Background: an optimization exercise with open tools, aiming at small area and a short achievable clock period. Do not read the settings as production practice.
At most, simulation tests tie the RTL to the original design; equivalence was not proved.

Setup of v28:
==> flow/design.v <==
package cpu_pkg;
    localparam logic [5:0] OP_RTYPE = 6'h00;
    localparam logic [5:0] OP_J     = 6'h02;
    localparam logic [5:0] OP_BEQ   = 6'h04;
    localparam logic [5:0] OP_ADDIU = 6'h09;
    localparam logic [5:0] OP_ORI   = 6'h0D;
    localparam logic [5:0] OP_LW    = 6'h23;
    localparam logic [5:0] OP_SW    = 6'h2B;
    localparam logic [5:0] FN_ADD   = 6'h20;
    localparam logic [5:0] FN_SUB   = 6'h22;
    localparam logic [5:0] FN_SUBU  = 6'h23;
    localparam logic [5:0] FN_SLT   = 6'h2A;
    localparam logic [5:0] FN_SLTU  = 6'h2B;
    localparam logic [1:0] FLT_OK       = 2'd0;
    localparam logic [1:0] FLT_MISALIGN = 2'd1;
    localparam logic [1:0] FLT_RANGE    = 2'd2;
    localparam logic [31:0] NOP_WORD = 32'h0000_0000;
endpackage
module imem_ram #(
    parameter int DEPTH = 64,
    parameter int AW    = $clog2(DEPTH)
) (
    input  logic             clk,
    input  logic [DEPTH-1:0] we,
    input  logic [31:0]      wdata,
    input  logic [AW-1:0]    raddr,
    output logic [31:0]      rdata
);
    logic [31:0] mem_r [DEPTH];
    for (genvar i = 0; i < DEPTH; i++) begin : g_word
        always_ff @(posedge clk) begin
            if (we[i]) begin
                mem_r[i] <= wdata;
            end
        end
    end
    assign rdata = mem_r[raddr];
endmodule
module instr_fetch_mem #(
    parameter int DEPTH = 64,
    parameter int AW    = $clog2(DEPTH)
) (
    input  logic              IF_clk,
    input  logic              rst,
    input  logic              ld_en,
    input  logic [AW-1:0]     ld_addr,
    input  logic [31:0]       ld_data,
    output logic              ld_busy,
    input  logic              req_valid,
    output logic              req_ready,
    input  logic [31:0]       pc,
    output logic              rsp_valid,
    input  logic              rsp_ready,
    output logic [5:0]        ins_Opcode,
    output logic [4:0]        ins_rs,
    output logic [4:0]        ins_rt,
    output logic [4:0]        ins_rd,
    output logic [5:0]        ins_func,
    output logic [25:0]       ins_imm,
    output logic [1:0]        rsp_fault
);
    logic             busy_r;
    logic             busy_we_r;
    logic             busy_wd_r;
    logic [AW-1:0]    clr_cnt_r;
    logic             run_r;
    logic             rdy_r;
    logic             busy_nxt_s;
    logic             rsp_valid_nxt_s;
    logic             rsp_valid_r;
    logic [1:0]       rsp_fault_r;
    logic [31:0]      word_r;
    logic             req_ready_s;
    logic             hs_s;
    logic             misalign_s;
    logic             range_s;
    logic [DEPTH-1:0] ram_we_s;
    logic [31:0]      ram_wdata_s;
    logic [31:0]      ram_rdata_s;
    assign busy_nxt_s = rst || (busy_r && (clr_cnt_r != AW'(DEPTH - 1)));
    always_ff @(posedge IF_clk) begin
        if (rst) begin
            clr_cnt_r <= {AW{1'b0}};
        end else if (busy_r) begin
            clr_cnt_r <= clr_cnt_r + {{(AW-1){1'b0}}, 1'b1};
        end
    end
    always_ff @(posedge IF_clk) begin
        busy_r <= busy_nxt_s;
        run_r  <= !busy_nxt_s;
        rdy_r  <= !busy_nxt_s && !rsp_valid_nxt_s;
    end
    always_ff @(posedge IF_clk) begin
        busy_we_r <= rst || (busy_we_r && (clr_cnt_r != AW'(DEPTH - 1)));
        busy_wd_r <= rst || (busy_wd_r && (clr_cnt_r != AW'(DEPTH - 1)));
    end
    assign req_ready_s = !ld_en && (rdy_r || (run_r && rsp_ready));
    assign hs_s        = req_valid && req_ready_s;
    assign misalign_s  = (pc[1:0] != 2'b00);
    assign range_s     = (pc[31:AW+2] != '0);
    for (genvar i = 0; i < DEPTH; i++) begin : g_we
        assign ram_we_s[i] = busy_we_r || (ld_en && (ld_addr == AW'(i)));
    end
    assign ram_wdata_s = busy_wd_r ? cpu_pkg::NOP_WORD : ld_data;
    imem_ram #(
        .DEPTH (DEPTH),
        .AW    (AW)
    ) u_ram (
        .clk   (IF_clk),
        .we    (ram_we_s),
        .wdata (ram_wdata_s),
        .raddr (pc[AW+1:2]),
        .rdata (ram_rdata_s)
    );
    assign rsp_valid_nxt_s = !rst && (hs_s || (rsp_valid_r && !rsp_ready));
    always_ff @(posedge IF_clk) begin
        rsp_valid_r <= rsp_valid_nxt_s;
    end
    always_ff @(posedge IF_clk) begin
        if (rst) begin
            rsp_fault_r <= cpu_pkg::FLT_OK;
            word_r      <= cpu_pkg::NOP_WORD;
        end else if (hs_s) begin
            if (misalign_s) begin
                rsp_fault_r <= cpu_pkg::FLT_MISALIGN;
                word_r      <= cpu_pkg::NOP_WORD;
            end else if (range_s) begin
                rsp_fault_r <= cpu_pkg::FLT_RANGE;
                word_r      <= cpu_pkg::NOP_WORD;
            end else begin
                rsp_fault_r <= cpu_pkg::FLT_OK;
                word_r      <= ram_rdata_s;
            end
        end
    end
    assign ld_busy    = !run_r;
    assign req_ready  = req_ready_s;
    assign rsp_valid  = rsp_valid_r;
    assign rsp_fault  = rsp_fault_r;
    assign ins_Opcode = word_r[31:26];
    assign ins_rs     = word_r[25:21];
    assign ins_rt     = word_r[20:16];
    assign ins_rd     = word_r[15:11];
    assign ins_func   = word_r[5:0];
    assign ins_imm    = word_r[25:0];
endmodule
==> flow/config.mk <==
export PLATFORM = sky130hd
export DESIGN_NAME = instr_fetch_mem
export DESIGN_NICKNAME = instr_fetch_mem
export VERILOG_FILES = /design/flow/design.v
export SDC_FILE = /design/flow/constraint.sdc
export NUM_CORES = 4
export LEC_CHECK = 0
export CAP_MARGIN = 20
export CORE_MARGIN = 2
export CORE_UTILIZATION = 55
export SETUP_SLACK_MARGIN = 2.5
export SLEW_MARGIN = 20
export BUFFER_PORTS_ARGS = -buffer_cell sky130_fd_sc_hd__buf_4
export CTS_ARGS = -sink_clustering_enable -repair_clock_nets -dont_use_dummy_load -sink_clustering_size 24 -sink_clustering_max_diameter 100
==> flow/constraint.sdc <==
create_clock -name core_clock -period 5.0 [get_ports {IF_clk}]
set_input_delay 1.0000 -clock core_clock [delete_from_list [all_inputs] [get_ports {IF_clk}]]
set_output_delay 1.0000 -clock core_clock [all_outputs]
set_load 0.01 [all_outputs]
standard.sh (not shown) runs the stock make flow with config.mk's settings and CLKGATE_MAP_FILE= SYNTH_SCRIPT=/design/flow/synth_recipe.tcl, a recipe that flattens the netlist after the stock synthesis.
==> flow/flow/run.sh <==
#!/bin/bash
set -e
cp standard.sh standard_sh.copy.log
cat >> config.mk <<'EOC'
export BUFFER_PORTS_ARGS = -buffer_cell sky130_fd_sc_hd__buf_4
export CTS_ARGS = -sink_clustering_enable -repair_clock_nets -dont_use_dummy_load -sink_clustering_size 24 -sink_clustering_max_diameter 100
EOC
cp config.mk config_mk.copy.log
bash standard.sh > run_standard.log 2>&1
v28 has completed all stages; timing, DRC and antenna checks passed.
Here is what was changed in the inputs of v24 compared with v28.
diff --git a/flow/design.v b/flow/design.v
--- a/flow/design.v
+++ b/flow/design.v
@@ -23,4 +23,5 @@
     input  logic             clk,
     input  logic [DEPTH-1:0] we,
+    input  logic [DEPTH-1:0] we2,
     input  logic [31:0]      wdata,
     input  logic [AW-1:0]    raddr,
@@ -31,5 +32,8 @@
         always_ff @(posedge clk) begin
             if (we[i]) begin
-                mem_r[i] <= wdata;
+                mem_r[i][15:0] <= wdata[15:0];
+            end
+            if (we2[i]) begin
+                mem_r[i][31:16] <= wdata[31:16];
             end
         end
@@ -62,4 +66,5 @@
     logic             busy_r;
     logic             busy_we_r;
+    logic             busy_we2_r;
     logic             busy_wd_r;
     logic [AW-1:0]    clr_cnt_r;
@@ -76,4 +81,5 @@
     logic             range_s;
     logic [DEPTH-1:0] ram_we_s;
+    logic [DEPTH-1:0] ram_we2_s;
     logic [31:0]      ram_wdata_s;
     logic [31:0]      ram_rdata_s;
@@ -93,4 +99,5 @@
     always_ff @(posedge IF_clk) begin
         busy_we_r <= rst || (busy_we_r && (clr_cnt_r != AW'(DEPTH - 1)));
+        busy_we2_r <= rst || (busy_we2_r && (clr_cnt_r != AW'(DEPTH - 1)));
         busy_wd_r <= rst || (busy_wd_r && (clr_cnt_r != AW'(DEPTH - 1)));
     end
@@ -100,5 +107,6 @@
     assign range_s     = (pc[31:AW+2] != '0);
     for (genvar i = 0; i < DEPTH; i++) begin : g_we
-        assign ram_we_s[i] = busy_we_r || (ld_en && (ld_addr == AW'(i)));
+        assign ram_we_s[i]  = busy_we_r  || (ld_en && (ld_addr == AW'(i)));
+        assign ram_we2_s[i] = busy_we2_r || (ld_en && (ld_addr == AW'(i)));
     end
     assign ram_wdata_s = busy_wd_r ? cpu_pkg::NOP_WORD : ld_data;
@@ -109,4 +117,5 @@
         .clk   (IF_clk),
         .we    (ram_we_s),
+        .we2   (ram_we2_s),
         .wdata (ram_wdata_s),
         .raddr (pc[AW+1:2]),
Results
| weighted congestion at the end of routability-driven global placement | lower: v28 |. v24: register share of the cell area 0.99 points below v28. Final cell count, v24 and v28, lower one = v28. v24 does worse than v28 on post-route cell area. In the flow results for v24 and v28, the share of final-layout standard cells stronger than drive strength 1 is smaller on v28. Measured against each other, v24 and v28 differ in required time of the critical path, the higher figure coming from v24. Compared with v28, in v24 post-synthesis to final-layout area growth increased 0.98 points, global-route usage moved up.
Function not checked in v24: the RTL went through the layout flow alone.

## afterwards: timing with drivers on the ports
The flow's constraints put no driver on any port. The routed layouts listed below were extracted and timed again, unchanged, in two steps. Step 1: set_driving_cell puts a clkbuf_16 on IF_clk and a buf_2 on each other input, an assumption about the parent block. Step 2 also shifts input and output timing later by t, the mid clock arrival at the registers, as if the neighbouring blocks saw the same clock. Three values: no drivers, after step 1, after step 2; two values: the first two.
| run | t, ns | setup WS [ns] | latest minus earliest clock arrival (ns) | worst register clock-pin slew, ns |
|---|---|---|---|---|
| v28 | 0.824 | 2.330 / 2.293 / 1.469 | 0.072 / 0.072 | 0.11 / 0.11 |
| v24 | 0.832 | 2.256 / 2.074 / 1.242 | 0.046 / 0.046 | 0.12 / 0.12 |
After both steps setup and hold are still met in every run listed. The setup slack of v24, which loses most, moves by -0.182 ns with the drivers and by -1.014 ns with both steps.
